Background: an optimization exercise with open tools, aiming at small area. Do not read the settings as production practice. Function was checked by simulation only, so behaviour that the tests miss may differ from the original. No activity file was given, so power comes from the tool's default toggle rates.

==> design/flow/design.v <==
package dispatch_pkg;
    localparam int INST_WIDTH     = 32;
    localparam int ADDR_WIDTH     = 32;
    localparam int REG_WIDTH      = 32;
    localparam int INST_IDX_WIDTH = 5;
    localparam int REG_NUM        = 32;
    localparam int REG_IDX_WIDTH  = 5;
    localparam int UNIT_NUM       = 5;
    localparam int WB_NUM         = 4;
    localparam logic [31:0] MCAUSE_ILLEGAL_INSTR = 32'd2;
    localparam logic [4:0] OPC_LOAD     = 5'b00000;
    localparam logic [4:0] OPC_MISC_MEM = 5'b00011;
    localparam logic [4:0] OPC_OP_IMM   = 5'b00100;
    localparam logic [4:0] OPC_AUIPC    = 5'b00101;
    localparam logic [4:0] OPC_STORE    = 5'b01000;
    localparam logic [4:0] OPC_OP       = 5'b01100;
    localparam logic [4:0] OPC_LUI      = 5'b01101;
    localparam logic [4:0] OPC_BRANCH   = 5'b11000;
    localparam logic [4:0] OPC_JALR     = 5'b11001;
    localparam logic [4:0] OPC_JAL      = 5'b11011;
    localparam logic [4:0] OPC_SYSTEM   = 5'b11100;
    localparam logic [2:0] UNIT_ALU  = 3'd0;
    localparam logic [2:0] UNIT_LSU  = 3'd1;
    localparam logic [2:0] UNIT_MEXT = 3'd2;
    localparam logic [2:0] UNIT_CSR  = 3'd3;
    localparam logic [2:0] UNIT_SPU  = 3'd4;
endpackage
`timescale 1ns/1ps
module inst_decoder (
    input  logic [31:0] inst,
    output logic [4:0]  unit_oh,
    output logic        rd_en,
    output logic        use_rs1,
    output logic        use_rs2,
    output logic [31:0] imm
);
    logic [31:0] w;
    logic [4:0]  opcode;
    assign w      = inst;
    assign opcode = w[6:2];
    always_comb begin
        unit_oh = 5'b10000;
        rd_en   = 1'b1;
        use_rs1 = 1'b1;
        use_rs2 = 1'b0;
        imm     = '0;
        case (opcode)
            dispatch_pkg::OPC_LUI, dispatch_pkg::OPC_AUIPC: begin
                unit_oh = 5'b00001;
                use_rs1 = 1'b0;
                imm     = {w[31:12], 12'b0};
            end
            dispatch_pkg::OPC_JAL: begin
                unit_oh = 5'b00001;
                use_rs1 = 1'b0;
                imm     = {{11{w[31]}}, w[31], w[19:12], w[20], w[30:21], 1'b0};
            end
            dispatch_pkg::OPC_JALR, dispatch_pkg::OPC_OP_IMM, dispatch_pkg::OPC_MISC_MEM: begin
                unit_oh = 5'b00001;
                imm     = {{20{w[31]}}, w[31:20]};
            end
            dispatch_pkg::OPC_BRANCH: begin
                unit_oh = 5'b00001;
                rd_en   = 1'b0;
                use_rs2 = 1'b1;
                imm     = {{19{w[31]}}, w[31], w[7], w[30:25], w[11:8], 1'b0};
            end
            dispatch_pkg::OPC_LOAD: begin
                unit_oh = 5'b00010;
                imm     = {{20{w[31]}}, w[31:20]};
            end
            dispatch_pkg::OPC_STORE: begin
                unit_oh = 5'b00010;
                rd_en   = 1'b0;
                use_rs2 = 1'b1;
                imm     = {{20{w[31]}}, w[31:25], w[11:7]};
            end
            dispatch_pkg::OPC_OP: begin
                unit_oh = w[25] ? 5'b00100 : 5'b00001;
                use_rs2 = 1'b1;
            end
            dispatch_pkg::OPC_SYSTEM: begin
                unit_oh = 5'b01000;
                rd_en   = (w[14:12] != 3'b000);
                imm     = {{20{w[31]}}, w[31:20]};
            end
            default: begin
                rd_en = 1'b0;
            end
        endcase
    end
endmodule
`timescale 1ns/1ps
module reg_scoreboard (
    input  logic         clk,
    input  logic         rst_n,
    input  logic [31:1]  rel,
    input  logic [31:1]  set,
    output logic [31:1]  lock
);
    always_ff @(posedge clk or negedge rst_n) begin
        if (!rst_n) begin
            lock <= '0;
        end else begin
            lock <= ~rel & (lock | set);
        end
    end
endmodule
`timescale 1ns/1ps
module reg_file (
    input  logic         clk,
    input  logic         rst_n,
    input  logic [31:1]  wr0,
    input  logic [31:1]  wr1,
    input  logic [31:1]  wr2,
    input  logic [31:1]  wr3,
    input  logic [127:0] wb_data,
    input  logic [4:0]   rs1,
    input  logic [4:0]   rs2,
    output logic [31:0]  rs1_val,
    output logic [31:0]  rs2_val
);
    logic [31:0] regs [1:31];
    logic [31:1] vld;
    logic [31:1] wr_any;
    logic [31:1] sel1;
    logic [31:1] sel2;
    assign wr_any = wr0 | wr1 | wr2 | wr3;
    always_ff @(posedge clk or negedge rst_n) begin
        if (!rst_n) begin
            vld <= '0;
        end else begin
            vld <= vld | wr_any;
        end
    end
    for (genvar i = 1; i < 32; i++) begin : g_reg
        always_ff @(posedge clk) begin
            regs[i] <= ({32{wr0[i]}}    & wb_data[31:0])
                     | ({32{wr1[i]}}    & wb_data[63:32])
                     | ({32{wr2[i]}}    & wb_data[95:64])
                     | ({32{wr3[i]}}    & wb_data[127:96])
                     | ({32{~wr_any[i]}} & regs[i]);
        end
        assign sel1[i] = vld[i] && (rs1 == 5'(i));
        assign sel2[i] = vld[i] && (rs2 == 5'(i));
    end
    always_comb begin
        rs1_val = '0;
        rs2_val = '0;
        for (int i = 1; i < 32; i++) begin
            rs1_val = rs1_val | ({32{sel1[i]}} & regs[i]);
            rs2_val = rs2_val | ({32{sel2[i]}} & regs[i]);
        end
    end
endmodule
`timescale 1ns/1ps
module dispatch_top (
    input  logic         clk,
    input  logic         rst_n,
    input  logic         fetch_vld,
    input  logic [31:0]  fetch_inst,
    input  logic [31:0]  fetch_pc,
    input  logic [4:0]   fetch_tag,
    output logic         fetch_rdy,
    output logic [31:0]  issue_inst,
    output logic [31:0]  issue_pc,
    output logic [4:0]   issue_tag,
    output logic [4:0]   issue_rd,
    output logic         issue_rd_en,
    output logic [31:0]  issue_imm,
    output logic [31:0]  issue_rs1_val,
    output logic [31:0]  issue_rs2_val,
    output logic [4:0]   issue_vld,
    input  logic [4:0]   issue_rdy,
    output logic         trap_en,
    output logic [31:0]  trap_cause,
    input  logic [3:0]   wb_en,
    input  logic [19:0]  wb_idx,
    input  logic [127:0] wb_data,
    input  logic         instret_we,
    input  logic [63:0]  instret_wdata,
    output logic [63:0]  instret
);
    logic        s_vld;
    logic [31:0] s_inst;
    logic [31:0] s_pc;
    logic [4:0]  s_tag;
    logic        run_q;
    logic [4:0]  s_unit;
    logic        s_rd_en;
    logic        s_use_rs1_unused;
    logic        s_use_rs2_unused;
    logic [4:0]  s_rd;
    logic [4:0]  f_unit_unused;
    logic        f_rd_en;
    logic        f_use_rs1;
    logic        f_use_rs2;
    logic [31:0] f_imm_unused;
    logic [4:0]  f_rs1;
    logic [4:0]  f_rs2;
    logic [4:0]  f_rd;
    logic        s_rdy;
    logic        s_free;
    logic        fire;
    logic        accept;
    logic [31:1] lock;
    logic [31:1] pend;       
    logic [31:1] s_dst;      
    logic [31:1] wr0, wr1, wr2, wr3;
    logic [31:1] rel;
    logic        hz1, hz2, hzd;
    inst_decoder u_sdec (
        .inst    (s_inst),
        .unit_oh (s_unit),
        .rd_en   (s_rd_en),
        .use_rs1 (s_use_rs1_unused),
        .use_rs2 (s_use_rs2_unused),
        .imm     (issue_imm)
    );
    inst_decoder u_fdec (
        .inst    (fetch_inst),
        .unit_oh (f_unit_unused),
        .rd_en   (f_rd_en),
        .use_rs1 (f_use_rs1),
        .use_rs2 (f_use_rs2),
        .imm     (f_imm_unused)
    );
    assign s_rd  = s_inst[11:7];
    assign f_rs1 = fetch_inst[19:15];
    assign f_rs2 = fetch_inst[24:20];
    assign f_rd  = fetch_inst[11:7];
    assign issue_vld   = s_vld ? s_unit : 5'b0;
    assign s_rdy       = |(issue_rdy & s_unit);
    assign fire        = s_vld && s_rdy;
    assign s_free      = !s_vld || s_rdy;
    assign issue_inst  = s_inst;
    assign issue_pc    = s_pc;
    assign issue_tag   = s_tag;
    assign issue_rd    = s_rd;
    assign issue_rd_en = s_rd_en;
    assign trap_en    = s_unit[4];
    assign trap_cause = {30'b0, s_unit[4], 1'b0};
    for (genvar i = 1; i < 32; i++) begin : g_dec
        assign s_dst[i] = s_vld && s_rd_en && (s_rd == 5'(i));
        assign wr0[i]   = wb_en[0] && (wb_idx[4:0]   == 5'(i));
        assign wr1[i]   = wb_en[1] && (wb_idx[9:5]   == 5'(i));
        assign wr2[i]   = wb_en[2] && (wb_idx[14:10] == 5'(i));
        assign wr3[i]   = wb_en[3] && (wb_idx[19:15] == 5'(i));
    end
    assign rel  = wr0 | wr1 | wr2 | wr3;
    assign pend = lock | s_dst;
    assign hz1 = f_use_rs1 && (f_rs1 != 5'd0) && pend[f_rs1];
    assign hz2 = f_use_rs2 && (f_rs2 != 5'd0) && pend[f_rs2];
    assign hzd = f_rd_en   && (f_rd  != 5'd0) && pend[f_rd];
    always_ff @(posedge clk or negedge rst_n) begin
        if (!rst_n) begin
            run_q <= 1'b0;
        end else begin
            run_q <= 1'b1;
        end
    end
    assign fetch_rdy = run_q && s_free && !hz1 && !hz2 && !hzd;
    assign accept    = fetch_vld && fetch_rdy;
    always_ff @(posedge clk or negedge rst_n) begin
        if (!rst_n) begin
            s_vld <= 1'b0;
        end else begin
            s_vld <= accept || (s_vld && !s_rdy);
        end
    end
    always_ff @(posedge clk) begin
        if (s_free) begin
            s_inst <= fetch_inst;
            s_pc   <= fetch_pc;
            s_tag  <= fetch_tag;
        end
    end
    always_ff @(posedge clk or negedge rst_n) begin
        if (!rst_n) begin
            instret <= 64'd0;
        end else if (instret_we) begin
            instret <= instret_wdata;
        end else begin
            instret <= instret + {63'd0, accept};
        end
    end
    reg_scoreboard u_sb (
        .clk   (clk),
        .rst_n (rst_n),
        .rel   (rel),
        .set   (s_dst & {31{s_rdy}}),
        .lock  (lock)
    );
    reg_file u_rf (
        .clk     (clk),
        .rst_n   (rst_n),
        .wr0     (wr0),
        .wr1     (wr1),
        .wr2     (wr2),
        .wr3     (wr3),
        .wb_data (wb_data),
        .rs1     (s_inst[19:15]),
        .rs2     (s_inst[24:20]),
        .rs1_val (issue_rs1_val),
        .rs2_val (issue_rs2_val)
    );
endmodule
==> design/flow/run.sh <==
#!/bin/bash
# synth_recipe.tcl (not shown) runs the flow's synth.tcl, then flattens the netlist and writes it again
# the make line also repeats each setting of config.mk as NAME=value (left out here)
make -C /OpenROAD-flow-scripts/flow DESIGN_CONFIG=/design/flow/config.mk WORK_HOME=/design/flow/orfs CLKGATE_MAP_FILE= SYNTH_SCRIPT=/design/flow/synth_recipe.tcl finish
==> design/flow/config.mk <==
export PLATFORM = sky130hd
export DESIGN_NAME = dispatch_top
export DESIGN_NICKNAME = dispatch_top
export VERILOG_FILES = /design/flow/design.v
export SDC_FILE = /design/flow/constraint.sdc
export NUM_CORES = 8
export LEC_CHECK = 0
export CAP_MARGIN = 20
export CORE_MARGIN = 2
export CORE_UTILIZATION = 25
export PLACE_DENSITY = 0.35
export SLEW_MARGIN = 20
==> design/flow/constraint.sdc <==
create_clock -name core_clock -period 9.0 [get_ports {clk}]
set_input_delay 1.8000 -clock core_clock [delete_from_list [all_inputs] [get_ports {clk}]]
set_output_delay 1.8000 -clock core_clock [all_outputs]
set_load 0.01 [all_outputs]
==> flow_summary.json, run 1 <==
{
  "run_status": "timing/DRC/antenna clean",
  "insertion_delay_ns": 0.90,
  "final_nets": 9050,
  "floorplan.rows": 193,
  "maxSlewViolCount": 0,
  "post-route-period-util_pct": 84.69,
  "setup_viol": 0,
  "cp-start-kind": "primary input",
  "worstPathRequired_ns": 7.20,
  "drtIter0Drc": 22674,
  "hold_path.class": "flop to flop",
  "max_freq_mhz": 131.2,
  "syn_area_mm2": 0.06943,
  "dp_hpwl_um": 388200,
  "overflow": 0,
  "synth_most_common_cell": "a22oi_1",
  "clockBufferDepth": 4,
  "final_hold_viol_count": 0,
  "cts_setup_buffers": 0,
  "max_cap_violations": 0,
  "power.density_mw_per_mm2": 236.9,
  "die_area_mm2": 0.2820,
  "cellLeakagePower_nw": 31.07,
  "ctsHoldBuffers": 0,
  "die_x_um": 531.0,
  "synthTopCellsByCount": "a22oi_1 (2,476), nand2_1 (1,222), nand3_1 (1,189)",
  "synth_top_area_cell": "dfxtp_1",
  "grt_usage_pct": 46.87,
  "stdcell_area_mm2": 0.08546,
  "vias_per_cell": 7.762,
  "cts.repair.resized": 0,
  "worst_r2r_path_depth": 20,
  "async_flop_share_pct": 10.77,
  "syn_to_final_growth_pct": 23.08,
  "die_height_um": 531.0,
  "place_area_mm2": 0.07960,
  "cts.sinks": 1189,
  "htree_levels": 4,
  "tightest_slew_ns": 1.428,
  "cts_tree": "yes",
  "num_vias": 98847,
  "yosysSeqAreaShare_pct": 36.20,
  "synthCells": 8775,
  "path_class": "primary input to output pin",
  "ys_types": 92,
  "firstDrtPassIters": 11,
  "rsz0062_at_grt": "false",
  "regArea_mm2": 0.02513,
  "drive_above_1_share_pct": 10.70,
  "final_core_util_pct": 30.93,
  "yosysWarnings": 5,
  "ant_nets": 0,
  "core_region_area_mm2": 0.2763,
  "start_util_pct": 25.13,
  "io_pins": 568,
  "grt_antenna_before_repair": 113,
  "clkSlewWorstSetupHoldPaths_ns": 0.06,
  "n_fill_cell": 29225,
  "crit_path_max_fanout": 23,
  "fin_skew_ns": 0.07601,
  "setup_tns_ns": 0,
  "root_buffer": "clkbuf_16",
  "synth_top_area_share_pct": 28.60,
  "peakVddDrop_v": 0.0001258,
  "fin_crit_ns": 7.622,
  "grt_pass1_vias": 85574,
  "multi_input_area_mm2": 0.04109,
  "synth_edf_count": 69,
  "drc": 0,
  "routedWlPerCell_um": 54.40,
  "relSlewSlack_pct": 4.787,
  "grt_pass1_wl_um": 880100,
  "cts_buffers": 167,
  "grt_max_degree": 71,
  "synth_ff_type": "dfxtp_1",
  "arrival_ns": 5.82,
  "avgSynthCellArea_um2": 7.912,
  "routed_wl_um": 692800,
  "gp_congestion": 1.003,
  "port_buffers": 536,
  "synthTopCellsByArea": "dfxtp_1 (29%), a22oi_1 (27%), nand3_1 (8.6%), nand2_1 (6.6%), clkbuf_1 (6.1%)",
  "holdPathStages": 2,
  "endpoint_kind": "output pin",
  "ys_seq_elements": 1189
}
==> report_power, final <==
part           leakage, nW  switching [mW]  internal, mW
Sequential            10.5            1.74          6.72
Combinational         17.9            3.14          1.74
Clock                 2.61            2.95          3.96
Total                 31.1            7.84          12.4
==> final cells by class <==
| class | instances | area share, % |
|---|---|---|
| antenna | 158 | 0.4627 |
| tap | 3705 | 5.425 |
| multi-input combinational | 6387 | 48.09 |
| inverter | 26 | 0.1142 |
| clock buffer | 252 | 5.675 |
| sequential | 1189 | 29.41 |
| timing repair buffer | 980 | 10.30 |
| clock inverter | 38 | 0.5227 |
==> sequential cells by signal (all words and copies together) (netlist names) <==
register and flops:
u_sb.lock 31, s_tag 5, s_pc 32, instret 64, s_inst 32, run_q 1, u_rf.regs 992, s_vld 1
u_rf.vld 31
==> through the flow <==
step / std cells / setup slack (ns) / hold slack, ns / power [mW]
after detailed placement: 12279 / 0.8306 / 0.4783 / 12.95
after CTS: 12569 / 1.337 / 0.4900 / 19.75
after floorplan: 8805 / 2.865 / 0.4403 / 9.961
after global routing: 12586 / 1.056 / 0.5054 / 20.52
final: 12735 / 1.378 / 0.4940 / 20.25
after global placement: 12275 / 0.8124 / 0.4764 / 12.93
==> cell usage in the layout (no fill, tap or decap), types with 51 or more instances in the layout <==
master              n
nor2_1             71
diode_2           158
clkbuf_16         168
nand2_1          1221
clkbuf_1           51
a221oi_1          176
nor2b_1            65
nor3_1             61
a22o_1            181
nand3_1          1189
dfrtp_1           128
buf_4             432
nand2b_1           53
nand4_1           101
o21ai_0            88
clkdlybuf4s50_1   524
dfxtp_1           992
a222oi_1           96
edfxtp_1           69
and3_4             61
nor2_4            124
a22oi_1          2476
==> logic make-up after synthesis <==
family                     after synthesis  synth area share, %
xor gates and xnor gates                76               0.9587
other                                    2              0.01082
and+or+nand+nor                       3097                20.72
muxes                                    9               0.1730
adders and majority gates                5              0.09010
DFF                                   1189                36.20
buffers and inverters                 1229                6.873
AOI/OAI and AO/OA                     3168                34.97
==> final timing paths <==
check / startpoint / endpoint / slack, ns
setup / recovery: fetch_inst[7] / fetch_rdy / 1.38
hold / removal: u_rf.regs[4][16] / u_rf.regs[4][16] / 0.49
setup reg to reg: s_inst[6] / instret[56] / 1.98
hold reg to reg: u_rf.regs[4][16] / u_rf.regs[4][16] / 0.49
max in group asynchronous: rst_n / u_rf.vld[11] / 6.62
min in group asynchronous: rst_n / instret[52] / 0.93
==> layer usage <==
| metal | vias up | part of all wire, % | GRT usage [%] |
|---|---|---|---|
| met5 | - | 0.16 | 2.513 |
| met4 | 59 | 10 | 38.39 |
| met3 | 4028 | 15 | 25.77 |
| met2 | 12326 | 38 | 61.36 |
| met1 | 48467 | 36 | 54.91 |
| li1 | 33967 | - | - |
==> critical path, cell delays in order <==
cell	delay [ns]
clkdlybuf4s50_1	0.46
buf_4	0.27
inv_1	0.24
ha_1	0.32
xnor2_1	0.16
buf_4	0.23
mux4_2	0.31
or2_2	0.28
o311ai_0	0.34
a31oi_1	0.09
a221oi_1	0.41
o221ai_2	0.26
inv_1	0.09
clkdlybuf4s50_1	0.56
==> run 2, diff against run 1 <==
--- a/design/flow/config.mk
+++ b/design/flow/config.mk
@@ -9,4 +9,4 @@
 export CORE_MARGIN = 2
-export CORE_UTILIZATION = 25
-export PLACE_DENSITY = 0.35
+export CORE_UTILIZATION = 60
+export PLACE_DENSITY = 0.7
 export SLEW_MARGIN = 20
==> run 2 against run 1 <==
Against the previous run:
- synthesized area did not move
- synthesized cell count did not move
- the flow now stops in global routing
==> flow_summary.json, run 2 <==
{
  "clockBufferDepth": 3,
  "ys_types": 92,
  "yosysSeqAreaShare_pct": 36.20,
  "async_flop_share_pct": 10.77,
  "synthTopCellsByArea": "dfxtp_1 (29%), a22oi_1 (27%), nand3_1 (8.6%), nand2_1 (6.6%), clkbuf_1 (6.1%)",
  "run_status": "aborted with a tool error",
  "htree_levels": 4,
  "grt_usage_pct": 89.38,
  "dp_slack_ns": 1.483,
  "flow.stopped_at": "global routing",
  "dp.cells": 9976,
  "dp_hpwl_um": 269900,
  "floorplan.rows": 124,
  "synth_top_area_cell": "dfxtp_1",
  "overflow": 806,
  "error": "[ERROR GRT-0116] Global routing finished with congestion. Check the congestion regions in the DRC Viewer.",
  "grt_max_degree": 127,
  "syn_area_mm2": 0.06943,
  "yosysWarnings": 5,
  "synth_ff_type": "dfxtp_1",
  "avgSynthCellArea_um2": 7.912,
  "die_height_um": 344.2,
  "grt_pass1_wl_um": 776200,
  "gp_congestion": 1.145,
  "cts_setup_buffers": 0,
  "cts.sinks": 1189,
  "port_buffers": 536,
  "ctsHoldBuffers": 0,
  "synthTopCellsByCount": "a22oi_1 (2,476), nand2_1 (1,222), nand3_1 (1,189)",
  "ys_seq_elements": 1189,
  "root_buffer": "clkbuf_16",
  "synth_top_area_share_pct": 28.60,
  "grt_pass1_vias": 95969,
  "io_pins": 568,
  "cts_buffers": 132,
  "synth_most_common_cell": "a22oi_1",
  "synthCells": 8775,
  "die_x_um": 344.2,
  "cts.repair.resized": 0,
  "place_area_mm2": 0.07580,
  "start_util_pct": 60.64,
  "synth_edf_count": 69
}
run 2: cell counts after synthesis:
Identical to the previous run, type by type.
run 2: through the flow:
step | hold WS (ns) | total power [mW]
2_1_floorplan | 0.4403 | 9.961
3_3_place_gp | 0.4543 | 12.16
3_5_place_dp | 0.4609 | 12.28
4_1_cts | 0.4792 | 17.94
run 2: worst max path at each step:
| stage | endpoint | slack [ns] | cells after the start |
|---|---|---|---|
| 4_1_cts | fetch_rdy | 1.53 | 14 |
| 3_5_place_dp | instret[56] | 1.48 | 23 |
| 3_3_place_gp | instret[62] | 1.52 | 23 |
| 2_1_floorplan | instret[60] | 2.86 | 23 |
run 2: kinds of logic after synthesis:
kind of cell,count (synthesis),synth area share [%]
other cells,2,0.01082
buf+inv,1229,6.873
xor+xnor,76,0.9587
flops,1189,36.20
mux,9,0.1730
simple gates,3097,20.72
fa+ha+maj,5,0.09010
compound gates,3168,34.97
run 2: metal layers:
| metal | GRT usage, % | overflow |
|---|---|---|
| met5 | 70.19 | 34 |
| met4 | 84.74 | 216 |
| met3 | 84.81 | 173 |
| met2 | 95.95 | 248 |
| met1 | 90.25 | 135 |
run 2: power groups by stage:
stage          Clock [mW]  Combinational [mW]  Sequential, mW
3_5_place_dp            0                4.14            8.14
3_3_place_gp            0                4.04            8.12
2_1_floorplan           0                2.34            7.62
4_1_cts              5.71                4.17            8.05

-- re-timing with driven ports --
Ports are ideal in the flow. The routed layout listed here was re-timed in OpenROAD.
Step 1 sets driving cells, clkbuf_16 on the clock port and buf_2 on the other inputs (assumed; they add their load-dependent delay and slew).
Step 2 adds t to the input delays and takes it off the output delays; t is the mean of the earliest and latest rising clock arrival at the registers after step 1. Input paths then give back, and output paths get back, about the clock's delay inside the block.
Slacks: ideal ports / drivers / drivers and shift; pairs: ideal ports / drivers.
run: run 1
t, ns: 0.976
setup WS [ns]: 1.378 / 1.321 / 0.758
latest minus earliest clock arrival (ns): 0.085 / 0.085
worst data-port slew with drivers (ns): 0.11
After both steps setup and hold are still met in run 1. For run 1, drivers alone change the setup slack by -0.057 ns; drivers and shift together by -0.620 ns.
